Source: an optimization exercise on an open RTL-to-GDS flow (aim: small area, a short achievable clock period and few clock cycles). Production flows keep margins and buffers that such runs may drop.
RTL that was checked went through simulation tests only; none was proved equivalent to the original.
No activity file was given, so power comes from the tool's default toggle rates.

==> 09-10: inputs <==
Design yuv_to_rgb32_horizontal_scaler_top, start of the top module:
module yuv_to_rgb32_horizontal_scaler_top #(
  parameter int MAX_UPSCALE = yrs_pkg::MAX_UPSCALE_DEF
) (
  input  logic                            clk,
  input  logic                            rst_n,
  input  logic                            cfg_we,
  input  logic [yrs_pkg::CFG_IDX_W-1:0]   cfg_index,
  input  logic [yrs_pkg::CFG_W-1:0]       cfg_data,
  input  logic                            in_valid,
  output logic                            in_ready,
  input  logic [yrs_pkg::LUMA_W-1:0]      in_luma,
  input  logic [yrs_pkg::CHROMA_W-1:0]    in_chroma_u,
  input  logic [yrs_pkg::CHROMA_W-1:0]    in_chroma_v,
  input  logic                            in_row_start,
  output logic                            out_valid,
  input  logic                            out_ready,
  output logic [yrs_pkg::COLOR_W-1:0]     out_red,
  output logic [yrs_pkg::COLOR_W-1:0]     out_green,
  output logic [yrs_pkg::COLOR_W-1:0]     out_blue,
  output logic                            out_last_copy
);
make LEC_CHECK=0 CAP_MARGIN=20 CORE_MARGIN=2 CORE_UTILIZATION=40 SETUP_SLACK_MARGIN=3.5 SLEW_MARGIN=20 TNS_END_PERCENT=100 finish   # period 6.0 ns
run.sh (not shown) runs the stock make flow with config.mk's settings and CLKGATE_MAP_FILE= SYNTH_SCRIPT=/design/flow/synth_recipe.tcl, a recipe that flattens the netlist after the stock synthesis.
==> 08-24 (differences from 09-10) <==
--- a/flow/config.mk
+++ b/flow/config.mk
@@ -8,6 +8,4 @@
 export CAP_MARGIN = 20
 export CORE_MARGIN = 2
 export CORE_UTILIZATION = 40
-export SETUP_SLACK_MARGIN = 3.5
 export SLEW_MARGIN = 20
-export TNS_END_PERCENT = 100
==> comparison table <==
Result of the run: 09-10 no timing/DRC/antenna violations; 08-24 no timing/DRC/antenna violations
Fraction of layout cells with a size suffix above 1: 09-10 0.205; 08-24 0.0473
Initial detailed-routing violation count: 09-10 2426; 08-24 2586
Critical path depth: 09-10 14; 08-24 15
Number of clock-tree buffers in the layout: 09-10 46; 08-24 47
RSZ-0062 raised after global routing: 09-10 true; 08-24 false
Highest Clock Rate: 09-10 203 MHz; 08-24 188 MHz
Global-route usage over all layers: 09-10 0.240; 08-24 0.226
Comb pwr: 09-10 9540 uW; 08-24 7500 uW
Sum of buffers and inverters on the critical path: 09-10 4; 08-24 5
Internal power contribution: 09-10 8590 uW; 08-24 7410 uW
Routed len/inst: 09-10 19.7 um; 08-24 19.1 um
DRT Wirelength: 09-10 91.9 mm; 08-24 84.6 mm
Flip-flop and latch share of the layout cell area: 09-10 0.196; 08-24 0.221
Function was not checked in any run of this note: the RTL went through the layout flow alone.

* * *

==> inputs of job 5773 <==
yuv_to_rgb32_horizontal_scaler_top, a different RTL version from the one above (not shown whole).
Design yuv_to_rgb32_horizontal_scaler_top, start of the top module:
module yuv_to_rgb32_horizontal_scaler_top #(
  parameter int MAX_UPSCALE = yrs_pkg::MAX_UPSCALE_DEF
) (
  input  logic                            clk,
  input  logic                            rst_n,
  input  logic                            cfg_we,
  input  logic [yrs_pkg::CFG_IDX_W-1:0]   cfg_index,
  input  logic [yrs_pkg::CFG_W-1:0]       cfg_data,
  input  logic                            in_valid,
  output logic                            in_ready,
  input  logic [yrs_pkg::LUMA_W-1:0]      in_luma,
  input  logic [yrs_pkg::CHROMA_W-1:0]    in_chroma_u,
  input  logic [yrs_pkg::CHROMA_W-1:0]    in_chroma_v,
  input  logic                            in_row_start,
  output logic                            out_valid,
  input  logic                            out_ready,
  output logic [yrs_pkg::COLOR_W-1:0]     out_red,
  output logic [yrs_pkg::COLOR_W-1:0]     out_green,
  output logic [yrs_pkg::COLOR_W-1:0]     out_blue,
  output logic                            out_last_copy
);
  logic        adv, tag_v, dp_v;
  logic [4:0]  tag_c, dp_c;
  logic [15:0] lg, ub, ug, vg, vr;
  logic [7:0]  red, green, blue;
  yrs_ctrl u_ctrl (
    .clk           (clk),
    .rst_n         (rst_n),
    .cfg_we        (cfg_we),
    .cfg_index     (cfg_index),
    .cfg_data      (cfg_data),
    .in_valid      (in_valid),
    .in_ready      (in_ready),
    .in_row_start  (in_row_start),
    .out_valid     (out_valid),
    .out_ready     (out_ready),
    .out_red       (out_red),
    .out_green     (out_green),
    .out_blue      (out_blue),
    .out_last_copy (out_last_copy),
    .adv           (adv),
    .tag_v         (tag_v),
    .tag_c         (tag_c),
    .lg            (lg),
    .ub            (ub),
    .ug            (ug),
    .vg            (vg),
    .vr            (vr),
    .red           (red),
    .green         (green),
    .blue          (blue),
  ...
==> module yrs_ctrl, before the edit <==
module yrs_ctrl (
  input  logic        clk,
  input  logic        rst_n,
  input  logic        cfg_we,
  input  logic [2:0]  cfg_index,
  input  logic [20:0] cfg_data,
  input  logic        in_valid,
  output logic        in_ready,
  input  logic        in_row_start,
  output logic        out_valid,
  input  logic        out_ready,
  output logic [7:0]  out_red,
  output logic [7:0]  out_green,
  output logic [7:0]  out_blue,
  output logic        out_last_copy,
  output logic        adv,
  output logic        tag_v,
  output logic [4:0]  tag_c,
  output logic [15:0] lg,
  output logic [15:0] ub,
  output logic [15:0] ug,
  output logic [15:0] vg,
  output logic [15:0] vr,
  input  logic [7:0]  red,
  input  logic [7:0]  green,
  input  logic [7:0]  blue,
  input  logic        dp_v,
  input  logic [4:0]  dp_c
);
  logic [4:0]  step_int;
  logic [15:0] step_frac;
  logic [15:0] pos;
  logic        o_valid, o_last;
  logic [4:0]  o_cnt;
  logic [7:0]  o_r, o_g, o_b;
  logic        k_full;
  logic [4:0]  k_cnt;
  logic [7:0]  k_r, k_g, k_b;
  logic        accept, o_free;
  logic [16:0] pos_sum;
  logic [4:0]  copies;
  logic [15:0] pos_nxt;
  assign adv      = !k_full;
  assign in_ready = adv;
  assign accept   = in_valid && adv;
  always_comb begin
    pos_sum = {1'b0, pos} + {1'b0, step_frac};
    if (in_row_start) begin
      copies  = step_int;
      pos_nxt = step_frac;
    end else begin
      copies  = step_int + 5'(pos_sum[16]);
      pos_nxt = pos_sum[15:0];
    end
  end
  assign tag_v = accept && (copies != 5'd0);
  assign tag_c = copies;
  always_ff @(posedge clk) begin
    if (!rst_n) begin
      step_int  <= 5'd1;
      step_frac <= 16'd0;
      lg        <= yrs_pkg::LUMA_GAIN_RST;
      ub        <= yrs_pkg::U_TO_BLUE_RST;
      ug        <= yrs_pkg::U_TO_GREEN_RST;
      vg        <= yrs_pkg::V_TO_GREEN_RST;
      vr        <= yrs_pkg::V_TO_RED_RST;
    end else if (cfg_we) begin
      case (cfg_index)
        yrs_pkg::REG_X_STEP: begin
          if (cfg_data[20]) begin
            step_int  <= 5'd16;
            step_frac <= 16'd0;
          end else begin
            step_int  <= {1'b0, cfg_data[19:16]};
            step_frac <= cfg_data[15:0];
          end
        end
        yrs_pkg::REG_LUMA_GAIN:  lg <= cfg_data[15:0];
        yrs_pkg::REG_U_TO_BLUE:  ub <= cfg_data[15:0];
        yrs_pkg::REG_U_TO_GREEN: ug <= cfg_data[15:0];
        yrs_pkg::REG_V_TO_GREEN: vg <= cfg_data[15:0];
        yrs_pkg::REG_V_TO_RED:   vr <= cfg_data[15:0];
        default: ;
      endcase
    end
  end
  always_ff @(posedge clk) begin
    if (!rst_n) pos <= 16'd0;
    else if (accept) pos <= pos_nxt;
  end
  assign o_free = !o_valid || (o_last && out_ready);
  always_ff @(posedge clk) begin
    if (!rst_n) begin
      o_valid <= 1'b0;
      o_last  <= 1'b0;
      o_cnt   <= 5'd0;
      k_full  <= 1'b0;
    end else begin
      if (o_free) begin
        if (k_full) begin
          o_valid <= 1'b1;
          o_cnt   <= k_cnt;
          o_last  <= (k_cnt == 5'd1);
        end else begin
          o_valid <= dp_v;
          o_cnt   <= dp_c;
          o_last  <= (dp_c == 5'd1);
        end
      end else if (out_ready) begin
        o_cnt  <= o_cnt - 5'd1;
        o_last <= (o_cnt == 5'd2);
      end
      if (k_full) k_full <= !o_free;
      else        k_full <= dp_v && !o_free;
    end
  end
  always_ff @(posedge clk) begin
    if (o_free) begin
      if (k_full) begin
        o_r <= k_r;
        o_g <= k_g;
        o_b <= k_b;
      end else begin
        o_r <= red;
        o_g <= green;
        o_b <= blue;
      end
    end
    if (adv) begin
      k_cnt <= dp_c;
      k_r   <= red;
      k_g   <= green;
      k_b   <= blue;
    end
  end
  assign out_valid     = o_valid;
  assign out_last_copy = o_last;
  assign out_red       = o_r;
  assign out_green     = o_g;
  assign out_blue      = o_b;
endmodule
Settings: LEC_CHECK=0, CAP_MARGIN=20, CORE_MARGIN=2, CORE_UTILIZATION=40, SETUP_SLACK_MARGIN=3.4, SLEW_MARGIN=20; clock period 6.0 ns.
==> inputs of job 5743, as changes to job 5773 <==
--- a/flow/config.mk
+++ b/flow/config.mk
@@ -8,5 +8,4 @@
 export CAP_MARGIN = 20
 export CORE_MARGIN = 2
 export CORE_UTILIZATION = 40
-export SETUP_SLACK_MARGIN = 3.4
 export SLEW_MARGIN = 20
==> inputs of job 1952, as changes to job 5773 <==
--- a/flow/design.v
+++ b/flow/design.v
@@ -52,7 +52,8 @@
   input  logic        dp_v,
   input  logic [4:0]  dp_c
 );
-  logic [4:0]  step_int;
+  logic [4:0]  step_int, step_int_p1;
+  logic        step_int_nz;
   logic [15:0] step_frac;
   logic [15:0] pos;
   logic        o_valid, o_last;
@@ -74,16 +75,18 @@
       copies  = step_int;
       pos_nxt = step_frac;
     end else begin
-      copies  = step_int + 5'(pos_sum[16]);
+      copies  = pos_sum[16] ? step_int_p1 : step_int;
       pos_nxt = pos_sum[15:0];
     end
   end
-  assign tag_v = accept && (copies != 5'd0);
+  assign tag_v = accept && (step_int_nz || (pos_sum[16] && !in_row_start));
   assign tag_c = copies;
   always_ff @(posedge clk) begin
     if (!rst_n) begin
-      step_int  <= 5'd1;
-      step_frac <= 16'd0;
+      step_int    <= 5'd1;
+      step_int_p1 <= 5'd2;
+      step_int_nz <= 1'b1;
+      step_frac   <= 16'd0;
       lg        <= yrs_pkg::LUMA_GAIN_RST;
       ub        <= yrs_pkg::U_TO_BLUE_RST;
       ug        <= yrs_pkg::U_TO_GREEN_RST;
@@ -93,11 +96,15 @@
       case (cfg_index)
         yrs_pkg::REG_X_STEP: begin
           if (cfg_data[20]) begin
-            step_int  <= 5'd16;
-            step_frac <= 16'd0;
+            step_int    <= 5'd16;
+            step_int_p1 <= 5'd17;
+            step_int_nz <= 1'b1;
+            step_frac   <= 16'd0;
           end else begin
-            step_int  <= {1'b0, cfg_data[19:16]};
-            step_frac <= cfg_data[15:0];
+            step_int    <= {1'b0, cfg_data[19:16]};
+            step_int_p1 <= {1'b0, cfg_data[19:16]} + 5'd1;
+            step_int_nz <= (cfg_data[19:16] != 4'd0);
+            step_frac   <= cfg_data[15:0];
           end
         end
         yrs_pkg::REG_LUMA_GAIN:  lg <= cfg_data[15:0];
--- a/flow/config.mk
+++ b/flow/config.mk
@@ -5,8 +5,9 @@
 export SDC_FILE = /design/flow/constraint.sdc
 export NUM_CORES = 4
 export LEC_CHECK = 0
+export ABC_CLOCK_PERIOD_IN_PS = 2500
 export CAP_MARGIN = 20
 export CORE_MARGIN = 2
-export CORE_UTILIZATION = 40
-export SETUP_SLACK_MARGIN = 3.4
+export CORE_UTILIZATION = 55
+export SETUP_SLACK_MARGIN = 3.3
 export SLEW_MARGIN = 20
==> comparison <==
Fmax, lowest first: job 5743, job 5773, job 1952.
Between job 5773 and job 1952, the lower global-route usage is in job 5773 (gap 7.5 points).
Area after synthesis is the same in job 5743 and job 5773.
Between job 5773 and job 5743, the lower via count is in job 5743 (gap about 3.3%, measured against job 5743).
No run of this note included a check of the RTL's function; only the layout flow was run.

* * *

==> inputs of job 7507 <==
Another version of the RTL of yuv_to_rgb32_horizontal_scaler_top (not shown whole).
Design yuv_to_rgb32_horizontal_scaler_top, start of the top module:
module yuv_to_rgb32_horizontal_scaler_top #(
  parameter int MAX_UPSCALE = yrs_pkg::MAX_UPSCALE_DEF
) (
  input  logic                            clk,
  input  logic                            rst_n,
  input  logic                            cfg_we,
  input  logic [yrs_pkg::CFG_IDX_W-1:0]   cfg_index,
  input  logic [yrs_pkg::CFG_W-1:0]       cfg_data,
  input  logic                            in_valid,
  output logic                            in_ready,
  input  logic [yrs_pkg::LUMA_W-1:0]      in_luma,
  input  logic [yrs_pkg::CHROMA_W-1:0]    in_chroma_u,
  input  logic [yrs_pkg::CHROMA_W-1:0]    in_chroma_v,
  input  logic                            in_row_start,
  output logic                            out_valid,
  input  logic                            out_ready,
  output logic [yrs_pkg::COLOR_W-1:0]     out_red,
  output logic [yrs_pkg::COLOR_W-1:0]     out_green,
  output logic [yrs_pkg::COLOR_W-1:0]     out_blue,
  output logic                            out_last_copy
);
make LEC_CHECK=0 ABC_CLOCK_PERIOD_IN_PS=2400 CAP_MARGIN=20 CORE_MARGIN=2 CORE_UTILIZATION=55 CTS_CLUSTER_DIAMETER=100 CTS_CLUSTER_SIZE=20 SETUP_SLACK_MARGIN=3.4 SLEW_MARGIN=20 finish   # period 6.0 ns
==> job 9322: changes against job 7507 <==
Settings changed: ABC_CLOCK_PERIOD_IN_PS 2400 to 3000.
==> notes <==
Die area is the same in job 9322 and job 7507.
Global-route usage is the same in job 9322 and job 7507.
Worst hold slack is the same in job 9322 and job 7507.
Final cell count is the same in job 9322 and job 7507.
Synthesized area is the same in job 7507 and job 9322.
Combinational power is about the same in job 9322 and job 7507.
In clock power, job 9322 and job 7507 hardly differ.
In non-clock buffer count, job 9322 and job 7507 do not differ.
Testbench counts of job 7507, summed over its fixed seeds: cycles 6,115.
Testbench counts of job 9322, summed over its fixed seeds: cycles 6,115.

* * *

==> run X: inputs <==
yuv_to_rgb32_horizontal_scaler_top, a different RTL version from the one above (not shown whole).
==> module yrs_ctrl, before the edit <==
module yrs_ctrl (
  input  logic        clk,
  input  logic        rst_n,
  input  logic        cfg_we,
  input  logic [2:0]  cfg_index,
  input  logic [20:0] cfg_data,
  input  logic        in_valid,
  output logic        in_ready,
  input  logic        in_row_start,
  output logic        out_valid,
  input  logic        out_ready,
  output logic [7:0]  out_red,
  output logic [7:0]  out_green,
  output logic [7:0]  out_blue,
  output logic        out_last_copy,
  output logic        adv,
  output logic        tag_v,
  output logic        tag_c,    
  output logic [15:0] lg,
  output logic [15:0] ub,
  output logic [15:0] ug,
  output logic [15:0] vg,
  output logic [15:0] vr,
  input  logic [7:0]  red,
  input  logic [7:0]  green,
  input  logic [7:0]  blue,
  input  logic        dp_v,
  input  logic        dp_c
);
  logic [4:0]  step_int;
  logic        step_int_nz;
  logic [15:0] step_frac;
  logic [15:0] pos;
  logic        o_valid, o_last;
  logic [4:0]  o_cnt;
  logic [7:0]  o_r, o_g, o_b;
  logic        k_full;
  logic        k_inc;
  logic [7:0]  k_r, k_g, k_b;
  logic        accept, o_free;
  logic [16:0] pos_sum;
  logic [4:0]  dp_cnt, k_cnt;
  logic [15:0] pos_nxt;
  assign adv      = !k_full;
  assign in_ready = adv;
  assign accept   = in_valid && adv;
  always_comb begin
    pos_sum = {1'b0, pos} + {1'b0, step_frac};
    pos_nxt = in_row_start ? step_frac : pos_sum[15:0];
  end
  assign tag_v = accept && (step_int_nz || (pos_sum[16] && !in_row_start));
  assign tag_c = pos_sum[16] && !in_row_start;
  always_ff @(posedge clk) begin
    if (!rst_n) begin
      step_int    <= 5'd1;
      step_int_nz <= 1'b1;
      step_frac   <= 16'd0;
      lg        <= yrs_pkg::LUMA_GAIN_RST;
      ub        <= yrs_pkg::U_TO_BLUE_RST;
      ug        <= yrs_pkg::U_TO_GREEN_RST;
      vg        <= yrs_pkg::V_TO_GREEN_RST;
      vr        <= yrs_pkg::V_TO_RED_RST;
    end else if (cfg_we) begin
      case (cfg_index)
        yrs_pkg::REG_X_STEP: begin
          if (cfg_data[20]) begin
            step_int    <= 5'd16;
            step_int_nz <= 1'b1;
            step_frac   <= 16'd0;
          end else begin
            step_int    <= {1'b0, cfg_data[19:16]};
            step_int_nz <= (cfg_data[19:16] != 4'd0);
            step_frac   <= cfg_data[15:0];
          end
        end
        yrs_pkg::REG_LUMA_GAIN:  lg <= cfg_data[15:0];
        yrs_pkg::REG_U_TO_BLUE:  ub <= cfg_data[15:0];
        yrs_pkg::REG_U_TO_GREEN: ug <= cfg_data[15:0];
        yrs_pkg::REG_V_TO_GREEN: vg <= cfg_data[15:0];
        yrs_pkg::REG_V_TO_RED:   vr <= cfg_data[15:0];
        default: ;
      endcase
    end
  end
  always_ff @(posedge clk) begin
    if (!rst_n) pos <= 16'd0;
    else if (accept) pos <= pos_nxt;
  end
  assign dp_cnt = step_int + 5'(dp_c);
  assign k_cnt  = step_int + 5'(k_inc);
  assign o_free = !o_valid || (o_last && out_ready);
  always_ff @(posedge clk) begin
    if (!rst_n) begin
      o_valid <= 1'b0;
      o_last  <= 1'b0;
      o_cnt   <= 5'd0;
      k_full  <= 1'b0;
    end else begin
      if (o_free) begin
        if (k_full) begin
          o_valid <= 1'b1;
          o_cnt   <= k_cnt;
          o_last  <= (k_cnt == 5'd1);
        end else begin
          o_valid <= dp_v;
          o_cnt   <= dp_cnt;
          o_last  <= (dp_cnt == 5'd1);
        end
      end else if (out_ready) begin
        o_cnt  <= o_cnt - 5'd1;
        o_last <= (o_cnt == 5'd2);
      end
      if (k_full) k_full <= !o_free;
      else        k_full <= dp_v && !o_free;
    end
  end
  always_ff @(posedge clk) begin
    if (o_free) begin
      if (k_full) begin
        o_r <= k_r;
        o_g <= k_g;
        o_b <= k_b;
      end else begin
        o_r <= red;
        o_g <= green;
        o_b <= blue;
      end
    end
    if (adv) begin
      k_inc <= dp_c;
      k_r   <= red;
      k_g   <= green;
      k_b   <= blue;
    end
  end
  assign out_valid     = o_valid;
  assign out_last_copy = o_last;
  assign out_red       = o_r;
  assign out_green     = o_g;
  assign out_blue      = o_b;
endmodule
make LEC_CHECK=0 ABC_CLOCK_PERIOD_IN_PS=2400 CAP_MARGIN=20 CORE_MARGIN=2 CORE_UTILIZATION=50 CTS_CLUSTER_DIAMETER=100 CTS_CLUSTER_SIZE=20 SETUP_SLACK_MARGIN=3.5 SLEW_MARGIN=20 finish   # period 6.0 ns
==> run A: changes against run X <==
CORE_UTILIZATION = 55   (was 50)
SETUP_SLACK_MARGIN = 3.4   (was 3.5)
==> run C: changes against run X <==
--- a/flow/design.v
+++ b/flow/design.v
@@ -53,5 +53,5 @@
   input  logic        dp_c
 );
-  logic [4:0]  step_int;
+  logic [4:0]  step_int, step_int_p1;
   logic        step_int_nz;
   logic [15:0] step_frac;
@@ -79,4 +79,5 @@
     if (!rst_n) begin
       step_int    <= 5'd1;
+      step_int_p1 <= 5'd2;
       step_int_nz <= 1'b1;
       step_frac   <= 16'd0;
@@ -91,8 +92,10 @@
           if (cfg_data[20]) begin
             step_int    <= 5'd16;
+            step_int_p1 <= 5'd17;
             step_int_nz <= 1'b1;
             step_frac   <= 16'd0;
           end else begin
             step_int    <= {1'b0, cfg_data[19:16]};
+            step_int_p1 <= {1'b0, cfg_data[19:16]} + 5'd1;
             step_int_nz <= (cfg_data[19:16] != 4'd0);
             step_frac   <= cfg_data[15:0];
@@ -112,6 +115,6 @@
     else if (accept) pos <= pos_nxt;
   end
-  assign dp_cnt = step_int + 5'(dp_c);
-  assign k_cnt  = step_int + 5'(k_inc);
+  assign dp_cnt = dp_c ? step_int_p1 : step_int;
+  assign k_cnt  = k_inc ? step_int_p1 : step_int;
   assign o_free = !o_valid || (o_last && out_ready);
   always_ff @(posedge clk) begin
CORE_UTILIZATION = 70   (was 50)
CTS_CLUSTER_DIAMETER = not set   (was 100)
CTS_CLUSTER_SIZE = not set   (was 20)
SETUP_SLACK_MARGIN = 3.4   (was 3.5)
==> run Z: changes against run X <==
--- a/flow/design.v
+++ b/flow/design.v
@@ -53,5 +53,5 @@
   input  logic        dp_c
 );
-  logic [4:0]  step_int;
+  logic [4:0]  step_int, step_int_p1;
   logic        step_int_nz;
   logic [15:0] step_frac;
@@ -79,4 +79,5 @@
     if (!rst_n) begin
       step_int    <= 5'd1;
+      step_int_p1 <= 5'd2;
       step_int_nz <= 1'b1;
       step_frac   <= 16'd0;
@@ -91,8 +92,10 @@
           if (cfg_data[20]) begin
             step_int    <= 5'd16;
+            step_int_p1 <= 5'd17;
             step_int_nz <= 1'b1;
             step_frac   <= 16'd0;
           end else begin
             step_int    <= {1'b0, cfg_data[19:16]};
+            step_int_p1 <= {1'b0, cfg_data[19:16]} + 5'd1;
             step_int_nz <= (cfg_data[19:16] != 4'd0);
             step_frac   <= cfg_data[15:0];
@@ -112,6 +115,6 @@
     else if (accept) pos <= pos_nxt;
   end
-  assign dp_cnt = step_int + 5'(dp_c);
-  assign k_cnt  = step_int + 5'(k_inc);
+  assign dp_cnt = dp_c ? step_int_p1 : step_int;
+  assign k_cnt  = k_inc ? step_int_p1 : step_int;
   assign o_free = !o_valid || (o_last && out_ready);
   always_ff @(posedge clk) begin
ABC_AREA = 1   (was not set)
ABC_CLOCK_PERIOD_IN_PS = not set   (was 2400)
CORE_UTILIZATION = 55   (was 50)
CTS_CLUSTER_DIAMETER = not set   (was 100)
CTS_CLUSTER_SIZE = not set   (was 20)
SETUP_SLACK_MARGIN = 3.4   (was 3.5)
==> summary.md <==
| Metric | Value |
|---|---|
| Outcome | complete, no violations |
| Maximum resistive drop on vdd | 0.262 mV |
| Post-DR wirelength/cell | 21.8 microns |
| First-pass GRT wire length | 146000 microns |
| Part of the power in combinational logic | 0.415 |
| Weighted congestion at the end of routability-driven global placement | 0.885 |
| Final core area utilization | 0.604 |
| Number of vias per cell after detailed routing | 5.80 |
| Final HPWL DP | 65900 microns |
| Via count of the first global-routing pass | 24674 |
| Period utilisation layout | 0.431 |
| CTS H-Tree Depth | 2 |
| CP Cell Sequence | fa_1 -> inv_2 -> fa_1 -> inv_1 -> ha_1 -> fa_1 |
| Post-synthesis to final-layout area growth | 9.17% |
| Clock tree buffer count of the final layout | 58 |
| Met3 Usage GRT | 0.0303 |
| Multi-input combinational cell area | roughly 19000 sq um |
The numbers above come from run A.

==> summary.md <==
| Metric | Value |
|---|---|
| Outcome | complete, no violations |
| Final HPWL DP | 64800 microns |
| Post-DR wirelength/cell | 23.1 microns |
| CTS H-Tree Depth | 3 |
| First-pass GRT wire length | 148000 microns |
| CP Cell Sequence | fa_1 -> fa_2 -> a21o_1 -> a21oi_2 -> nor2b_1 -> o21a_1 -> o41a_1 -> a31o_1 |
| Final core area utilization | 0.793 |
| Period utilisation layout | 0.468 |
| Via count of the first global-routing pass | 26057 |
| Part of the power in combinational logic | 0.389 |
The numbers above come from run C.

==> summary.md <==
| Metric | Value |
|---|---|
| CTS H-Tree Depth | 3 |
| Maximum resistive drop on vdd | 0.315 mV |
| Part of the power in combinational logic | 0.389 |
| Via count of the first global-routing pass | 26318 |
| Final HPWL DP | 70700 microns |
| Post-synthesis to final-layout area growth | 17.7% |
| First-pass GRT wire length | 157000 microns |
| Final core area utilization | 0.656 |
| Multi-input combinational cell area | 18300 sq um |
| Clock tree buffer count of the final layout | 96 |
| Period utilisation layout | 0.449 |
| Post-DR wirelength/cell | about 22 microns |
| Weighted congestion at the end of routability-driven global placement | 0.925 |
| Outcome | complete, no violations |
| Met3 Usage GRT | 0.0527 |
The numbers above come from run Z.

==> summary.md <==
| Metric | Value |
|---|---|
| Period utilisation layout | 0.438 |
| CTS H-Tree Depth | 2 |
| Part of the power in combinational logic | 0.430 |
| Met3 Usage GRT | 0.0300 |
| Maximum resistive drop on vdd | 0.219 mV |
| Post-DR wirelength/cell | 22.1 microns |
| CP Cell Sequence | buf_6 -> clkbuf_16 -> a22oi_2 -> xnor2_1 -> ha_1 -> inv_1 -> fa_1 -> inv_1 -> fa_1 |
| First-pass GRT wire length | 148000 microns |
| Weighted congestion at the end of routability-driven global placement | 0.908 |
| Outcome | complete, no violations |
The numbers above come from run X.

Testbench counts of run X, summed over its fixed seeds: cycles 6,115.
Testbench counts of run A, summed over its fixed seeds: cycles 6,115.
For run C and run Z, only the layout was checked, not whether the RTL still works.

## afterwards: timing with drivers on the ports
The results above use ideal ports. As a check the final layouts listed here were re-extracted and re-timed, cells and wires unchanged.
Step 1: set_driving_cell puts a clkbuf_16 on clk and a buf_2 on each other input, an assumption about the parent block.
Step 2 also shifts input and output timing later by t, the mid clock arrival at the registers, as if the neighbouring blocks saw the same clock.
a / b / c = no drivers / after step 1 / after step 2; a / b = the first two.
run | t, ns | setup slack, ns | latest minus earliest clock arrival (ns) | pins driven straight from the clock port
09-10 | 0.621 | 1.067 / 1.066 / 1.066 | 0.020 / 0.020 | 1
08-24 | 0.611 | 0.667 / 0.667 / 0.667 | 0.017 / 0.017 | 1
job 5773 | 0.693 | 2.529 / 2.529 / 2.529 | 0.029 / 0.030 | 1
job 5743 | 0.700 | 2.168 / 2.168 / 2.168 | 0.048 / 0.048 | 1
job 1952 | 0.693 | 3.014 / 3.014 / 2.710 | 0.037 / 0.037 | 1
job 7507 | 0.634 | 3.388 / 3.371 / 2.837 | 0.029 / 0.030 | 1
job 9322 | 0.634 | 3.388 / 3.371 / 2.837 | 0.029 / 0.030 | 1
run X | 0.649 | 3.373 / 3.373 / 2.828 | 0.027 / 0.027 | 1
run A | 0.648 | 3.412 / 3.407 / 2.788 | 0.025 / 0.026 | 1
run C | 0.647 | 3.193 / 3.193 / 2.800 | 0.025 / 0.025 | 1
run Z | 0.681 | 3.305 / 3.305 / 2.812 | 0.024 / 0.024 | 1
After both steps every run listed still meets setup and hold. The setup slack of run A, which loses most, moves by -0.005 ns with the drivers and by -0.624 ns with both steps.
